What follows belongs to an exercise in optimizing a design on an open flow for small area and a short achievable clock period; a production flow would make more cautious choices.
Function was checked by simulation only, so behaviour that the tests miss may differ from the original.
Power figures rest on the tool's default switching activity, not on a simulated workload.

// gpif_slave_fifo_top
module gpif_slave_fifo_top (
    input  logic                 gpif_clk,
    input  logic                 gpif_rst,
    input  logic [3:0]           gpif_ctl,      
    input  gpif_pkg::gpif_word_t gpif_d_in,
    output gpif_pkg::gpif_word_t gpif_d_out,
    output logic                 sloe,
    output logic                 slrd,
    output logic                 slwr,
    output logic                 pktend,
    output logic [1:0]           fifoadr,
    output gpif_pkg::gpif_word_t tx_tdata,
    output logic                 tx_tlast,
    output logic                 tx_tvalid,
    input  logic                 tx_tready,
    input  gpif_pkg::gpif_word_t rx_tdata,
    input  logic                 rx_tlast,
    input  logic                 rx_tvalid,
    output logic                 rx_tready
);
Size in the first run: roughly 8700 cells after synthesis, ~150 I/O pins, about 160000 um^2 of cells after synthesis.
==> flow/config.mk <==
export PLATFORM = sky130hd
export DESIGN_NAME = gpif_slave_fifo_top
export DESIGN_NICKNAME = gpif_slave_fifo_top
export VERILOG_FILES = /design/flow/design.v
export SDC_FILE = /design/flow/constraint.sdc
export NUM_CORES = 4
export LEC_CHECK = 0
export CAP_MARGIN = 20
export CORE_MARGIN = 2
export CORE_UTILIZATION = 40
export CTS_CLUSTER_DIAMETER = 110
export CTS_CLUSTER_SIZE = 22
export SETUP_SLACK_MARGIN = 3.4
export SLEW_MARGIN = 20
==> flow/constraint.sdc <==
create_clock -name core_clock -period 6.0 [get_ports {gpif_clk}]
set_input_delay 1.2000 -clock core_clock [delete_from_list [all_inputs] [get_ports {gpif_clk}]]
set_output_delay 1.2000 -clock core_clock [all_outputs]
set_load 0.01 [all_outputs]
run.sh (not shown) runs the stock make flow with config.mk's settings and CLKGATE_MAP_FILE= SYNTH_SCRIPT=/design/flow/synth_recipe.tcl, a recipe that flattens the netlist after the stock synthesis.
The baseline finished with timing, DRC and antenna clean.
==> next run, changes <==
- CORE_UTILIZATION: 40 -> 52
- CTS_CLUSTER_DIAMETER: 110 -> 100
- PLACE_DENSITY: default -> 0.66
- SETUP_SLACK_MARGIN: 3.4 -> 3.3
Effect:
- global-route usage came out higher by 9.0 points
- critical path depth came out higher by 4
- die area came out lower by 23%
- non-clock buffer count came out higher by 13
- sequential cell count does not change
- routed wire length came out lower by 2.5%
- first-iteration DRC count came out higher by 2.6%
==> next run, changes <==
- CORE_UTILIZATION: 52 -> 40
- CTS_CLUSTER_DIAMETER: 100 -> 110
- PLACE_DENSITY: 0.66 -> default
Result: The new run went through all stages and came out clean; cell count increases by 8.5%; design area increases by about 0.8%; sequential power hardly moves; non-clock buffer count decreases by 8; routed wire length increases by about 2.3%; power is about the same; worst setup slack gets better by 0.13 ns; core utilization decreases by 13 points; synthesized cell count is unchanged.


The RTL this note starts from:
==> flow/design.v <==
package gpif_pkg;
    typedef enum logic [2:0] {
        IDLE        = 3'd0,   
        WAIT        = 3'd1,   
        THINK       = 3'd2,   
        READ        = 3'd3,   
        READ_FLUSH  = 3'd4,   
        WRITE       = 3'd5,   
        WRITE_FLUSH = 3'd6    
    } gpif_state_t;
    typedef logic [32-1:0] gpif_word_t;
endpackage
`timescale 1ns/100ps
module gpif_slave_fifo_top (
    input  logic                 gpif_clk,
    input  logic                 gpif_rst,
    input  logic [3:0]           gpif_ctl,      
    input  gpif_pkg::gpif_word_t gpif_d_in,
    output gpif_pkg::gpif_word_t gpif_d_out,
    output logic                 sloe,
    output logic                 slrd,
    output logic                 slwr,
    output logic                 pktend,
    output logic [1:0]           fifoadr,
    output gpif_pkg::gpif_word_t tx_tdata,
    output logic                 tx_tlast,
    output logic                 tx_tvalid,
    input  logic                 tx_tready,
    input  gpif_pkg::gpif_word_t rx_tdata,
    input  logic                 rx_tlast,
    input  logic                 rx_tvalid,
    output logic                 rx_tready
);
    localparam int W     = 32;
    localparam int DEPTH = 64;         
    localparam int TXM   = DEPTH - 1;                
    localparam int NF_AT = DEPTH - 6;
    localparam int HS_AT = DEPTH - 32;
    logic ready_pad, wmark_pad, fx3_ready, fx3_wmark;
    logic slrd1, slrd2, slrd3, rd_eop, rd_eop1, rd_eop2;
    logic [W-1:0] cap;                               
    always_ff @(posedge gpif_clk) begin
        ready_pad <= gpif_ctl[0];
        wmark_pad <= gpif_ctl[1];
        fx3_ready <= ready_pad;
        fx3_wmark <= wmark_pad;
        slrd1     <= slrd;
        slrd2     <= slrd1;
        slrd3     <= slrd2;
        rd_eop1   <= rd_eop;
        rd_eop2   <= rd_eop1;
        cap       <= gpif_d_in;
    end
    logic s_idle, s_wait, s_think, s_read, s_rfl, s_write, s_wfl;
    logic       a;                                   
    logic [2:0] idle_cycles;
    logic       first_read, pad;
    logic [7:0] tsize;                               
    logic       read_ready_go, write_ready_go;
    logic       tx_nf, tx_hs;                        
    logic       rx_v;                                
    logic [W:0] rx_head;                             
    logic local_ready, read_go, write_go, seq_tready, wr_xfer, do_beat, bnd, cut;
    logic beat_end;
    assign fifoadr     = {1'b0, a};
    assign local_ready = a ? rx_v : tx_hs;
    assign read_go     = fx3_ready && fx3_wmark && read_ready_go;
    assign write_go    = fx3_ready && write_ready_go;
    assign do_beat     = s_write || (s_think && write_go);
    assign seq_tready  = (s_write && fx3_wmark && !pad) || (s_think && write_go);
    assign wr_xfer     = rx_v && seq_tready;
    assign bnd         = (tsize == 8'd0);
    assign cut         = !fx3_wmark || tx_nf;
    assign beat_end    = pad || !wr_xfer || (rx_hl && !bnd);
    always_ff @(posedge gpif_clk) begin
        read_ready_go  <= tx_hs && !a;
        write_ready_go <= rx_v && a;
    end
    always_ff @(posedge gpif_clk) begin
        if (gpif_rst) begin
            {s_idle, s_wait, s_think, s_read, s_rfl, s_write, s_wfl} <= 7'b1000000;
            {slrd, slwr, pktend, sloe} <= 4'b1111;
            a           <= 1'b0;
            idle_cycles <= 3'd0;
            rd_eop      <= 1'b0;
            first_read  <= 1'b0;
            pad         <= 1'b0;
            tsize       <= 8'd1;
        end else begin
            s_idle  <= (s_think && !read_go && !write_go) ||
                       (s_rfl && !first_read && slrd3) ||
                       (s_wfl && idle_cycles == 3'd7);
            s_wait  <= s_idle || (s_wait && !(local_ready && idle_cycles == 3'd7));
            s_think <= s_wait && local_ready && idle_cycles == 3'd7;
            s_read  <= (s_think && read_go) || (s_read && !cut);
            s_rfl   <= (s_read && cut) || (s_rfl && !(!first_read && slrd3));
            s_write <= do_beat && !beat_end;
            s_wfl   <= (do_beat && beat_end) || (s_wfl && idle_cycles != 3'd7);
            slrd   <= !((s_think && read_go) || (s_read && !cut));
            sloe   <= !((s_think && read_go) || s_read || (s_rfl && !(!first_read && slrd3)));
            slwr   <= !(do_beat && (pad || wr_xfer));
            pktend <= !(pad || (wr_xfer && rx_hl && !bnd));
            if (s_idle || (s_wait && !local_ready)) a <= !a;
            if (s_wait)
                idle_cycles <= local_ready ? idle_cycles + 3'd1 : 3'd0;
            else if (do_beat && beat_end)
                idle_cycles <= (pad || wr_xfer) ? 3'd5 : 3'd6;
            else if (s_wfl)
                idle_cycles <= idle_cycles + 3'd1;
            else
                idle_cycles <= 3'd0;
            rd_eop <= s_read && !fx3_wmark;
            if (s_think && read_go)
                first_read <= 1'b1;
            else if ((s_read || s_rfl) && !slrd3)
                first_read <= 1'b0;
            pad <= wr_xfer && rx_hl && bnd;
            if (pad || (wr_xfer && rx_hl && !bnd))
                tsize <= 8'd1;
            else if (wr_xfer)
                tsize <= tsize + 8'd1;
        end
    end
    always_ff @(posedge gpif_clk) begin
        gpif_d_out <= pad ? '0 : rx_head[W-1:0];
    end
    logic [6:0]       tx_count;
    logic             tx_le1;                        
    logic [5:0]       tx_wp;                         
    logic [7:0]       tx_rlo, tx_rhi;                
    logic [TXM-1:0][W:0] tx_mem;
    logic [W:0]       tx_word, tx_mout;
    logic             tx_in_v, tx_wr, tx_rd, tx_push, tx_pop, tx_eq1, tx_eq2;
    assign tx_word = {rd_eop2, cap};
    assign tx_in_v = !slrd3 && !sloe;
    assign tx_wr   = tx_in_v && !tx_count[6];
    assign tx_rd   = tx_tvalid && tx_tready;
    assign tx_push = tx_wr && !(tx_le1 && (!tx_tvalid || tx_tready));
    assign tx_pop  = tx_rd && !tx_le1;
    assign tx_eq1  = tx_count == 7'd1;
    assign tx_eq2  = tx_count == 7'd2;
    always_ff @(posedge gpif_clk) begin
        if (gpif_rst) begin
            tx_count  <= '0;
            tx_le1    <= 1'b1;
            tx_tvalid <= 1'b0;
            tx_wp     <= '0;
            tx_rlo    <= 8'd1;
            tx_rhi    <= 8'd1;
            tx_nf     <= 1'b0;
            tx_hs     <= 1'b0;
        end else begin
            if (tx_rd && !tx_wr)      tx_count <= tx_count - 7'd1;
            else if (tx_wr && !tx_rd) tx_count <= tx_count + 7'd1;
            tx_le1    <= !tx_tvalid || (tx_eq1 && (tx_tready || !tx_wr)) ||
                         (tx_eq2 && tx_tready && !tx_wr);
            tx_tvalid <= tx_wr || !tx_le1 || (tx_tvalid && !tx_tready);
            if (tx_push) tx_wp <= (tx_wp == 6'(TXM - 1)) ? 6'd0 : tx_wp + 6'd1;
            if (tx_pop) begin
                if (tx_rhi[7] && tx_rlo[6]) begin        
                    tx_rlo <= 8'd1;
                    tx_rhi <= 8'd1;
                end else begin
                    tx_rlo <= {tx_rlo[6:0], tx_rlo[7]};
                    if (tx_rlo[7]) tx_rhi <= {tx_rhi[6:0], tx_rhi[7]};
                end
            end
            tx_nf     <= tx_count >= 7'(NF_AT);
            tx_hs     <= tx_count <= 7'(HS_AT);
        end
    end
    always_ff @(posedge gpif_clk) begin
        for (int i = 0; i < TXM; i++)
            if (tx_wp == 6'(i) && !tx_count[6]) tx_mem[i] <= tx_word;
    end
    always_comb begin
        tx_mout = '0;
        for (int i = 0; i < TXM; i++)
            tx_mout = tx_mout | ({(W+1){tx_rhi[i/8] && tx_rlo[i%8]}} & tx_mem[i]);
    end
    logic [W:0] tx_hnext, tx_hcopy;
    logic       tx_hload;
    assign tx_hload = !tx_tvalid || tx_tready;
    assign tx_hnext = tx_le1 ? tx_word : tx_mout;
    always_ff @(posedge gpif_clk) begin
        {tx_tlast, tx_tdata} <= tx_hload ? tx_hnext : tx_hcopy;
        tx_hcopy             <= tx_hload ? tx_hnext : {tx_tlast, tx_tdata};
    end
    logic [6:0]       rx_count;
    logic [5:0]       rx_wp;
    logic [7:0]       rx_rlo, rx_rhi;                
    logic [DEPTH-1:0] rx_sel;
    logic [DEPTH-1:0][W:0] rx_mem;
    logic             rx_wr, rx_rd, rx_ge2, rx_eq1, rx_hl, rx_last1;
    assign rx_wr  = rx_tvalid && rx_tready;
    assign rx_rd  = rx_v && seq_tready;
    assign rx_ge2 = rx_count >= 7'd2;
    assign rx_eq1 = rx_count == 7'd1;
    always_ff @(posedge gpif_clk) begin
        if (gpif_rst) begin
            rx_count  <= '0;
            rx_v      <= 1'b0;
            rx_tready <= 1'b1;
            rx_wp     <= '0;
            rx_rlo    <= 8'd1;
            rx_rhi    <= 8'd1;
        end else begin
            if (rx_rd && !rx_wr)      rx_count <= rx_count - 7'd1;
            else if (rx_wr && !rx_rd) rx_count <= rx_count + 7'd1;
            rx_v      <= rx_wr || rx_ge2 || (rx_v && !seq_tready);
            rx_tready <= !((rx_count[6] || (rx_count == 7'd63 && rx_tvalid)) && !rx_rd);
            if (rx_wr) rx_wp <= rx_wp + 6'd1;
            if (rx_rd) begin
                rx_rlo <= {rx_rlo[6:0], rx_rlo[7]};
                if (rx_rlo[7]) rx_rhi <= {rx_rhi[6:0], rx_rhi[7]};
            end
        end
    end
    always_ff @(posedge gpif_clk) begin
        for (int i = 0; i < DEPTH; i++)
            if (rx_wp == 6'(i) && rx_tready) rx_mem[i] <= {rx_tlast, rx_tdata};
    end
    always_comb begin
        for (int i = 0; i < DEPTH; i++) rx_sel[i] = rx_rhi[i/8] && rx_rlo[i%8];
        rx_head  = '0;
        rx_last1 = 1'b0;
        for (int i = 0; i < DEPTH; i++) begin
            rx_head  = rx_head | ({(W+1){rx_sel[i]}} & rx_mem[i]);
            rx_last1 = rx_last1 | (rx_sel[(i + DEPTH - 1) % DEPTH] && rx_mem[i][W]);
        end
    end
    always_ff @(posedge gpif_clk) begin
        if (rx_rd)
            rx_hl <= rx_eq1 ? rx_tlast : rx_last1;
        else if (!rx_v)
            rx_hl <= rx_tlast;
    end
endmodule
export LEC_CHECK = 0
export CAP_MARGIN = 20
export CORE_MARGIN = 2
export CORE_UTILIZATION = 40
export CTS_CLUSTER_DIAMETER = 110
export CTS_CLUSTER_SIZE = 22
export SETUP_SLACK_MARGIN = 3.25
export SLEW_MARGIN = 20
create_clock -name core_clock -period 6.0 [get_ports {gpif_clk}]
The starting point went through all stages and came out clean.
Then changed:
--- a/flow/config.mk
+++ b/flow/config.mk
@@ -8,7 +8,8 @@
 export CAP_MARGIN = 20
 export CORE_MARGIN = 2
-export CORE_UTILIZATION = 40
-export CTS_CLUSTER_DIAMETER = 110
-export CTS_CLUSTER_SIZE = 22
-export SETUP_SLACK_MARGIN = 3.25
+export CORE_UTILIZATION = 55
+export CTS_CLUSTER_DIAMETER = 120
+export CTS_CLUSTER_SIZE = 30
+export PLACE_DENSITY = 0.68
+export SETUP_SLACK_MARGIN = 3.3
 export SLEW_MARGIN = 20
The new run produced a clean layout.
Power shrinks by 4.1%.
Final cell count shrinks by 9.7%.
Fmax shrinks by 5.5%.
Global-route usage grows by 10 points.
Critical path depth is unchanged.
Routed wire length shrinks by 3.4%.

==> static timing again, ports no longer ideal <==
In the flow no input, the clock included, has a driving cell. The finished layouts below were timed again as built, in two steps. Step 1 assumes that a clkbuf_16 drives the clock port and a buf_2 every other input. Step 2 moves the port delays by t, midway between the first and last clock arrival at a register: inputs arrive t later, outputs are due t later. That takes back most of the time a late clock gives input paths. Slacks: ideal ports / drivers / drivers and shift; pairs: ideal ports / drivers.
run	shift t [ns]	setup WS [ns]	latest minus earliest clock arrival (ns)	worst data-port slew with drivers (ns)	pins driven straight from the clock port
the first run of note 1	1.147	3.188 / 3.065 / 2.439	0.117 / 0.117	0.25	1
the second run of note 1	1.065	3.015 / 3.015 / 2.388	0.101 / 0.102	0.26	1
the third run of note 1	1.143	3.144 / 3.012 / 2.270	0.096 / 0.097	0.26	1
the first run of note 2	1.099	3.091 / 2.985 / 2.431	0.113 / 0.113	0.28	1
the second run of note 2	1.031	2.922 / 2.922 / 2.592	0.141 / 0.142	0.34	1
After both steps every run listed still meets setup and hold. The setup slack of the third run of note 1, which loses most, moves by -0.132 ns with the drivers and by -0.874 ns with both steps.
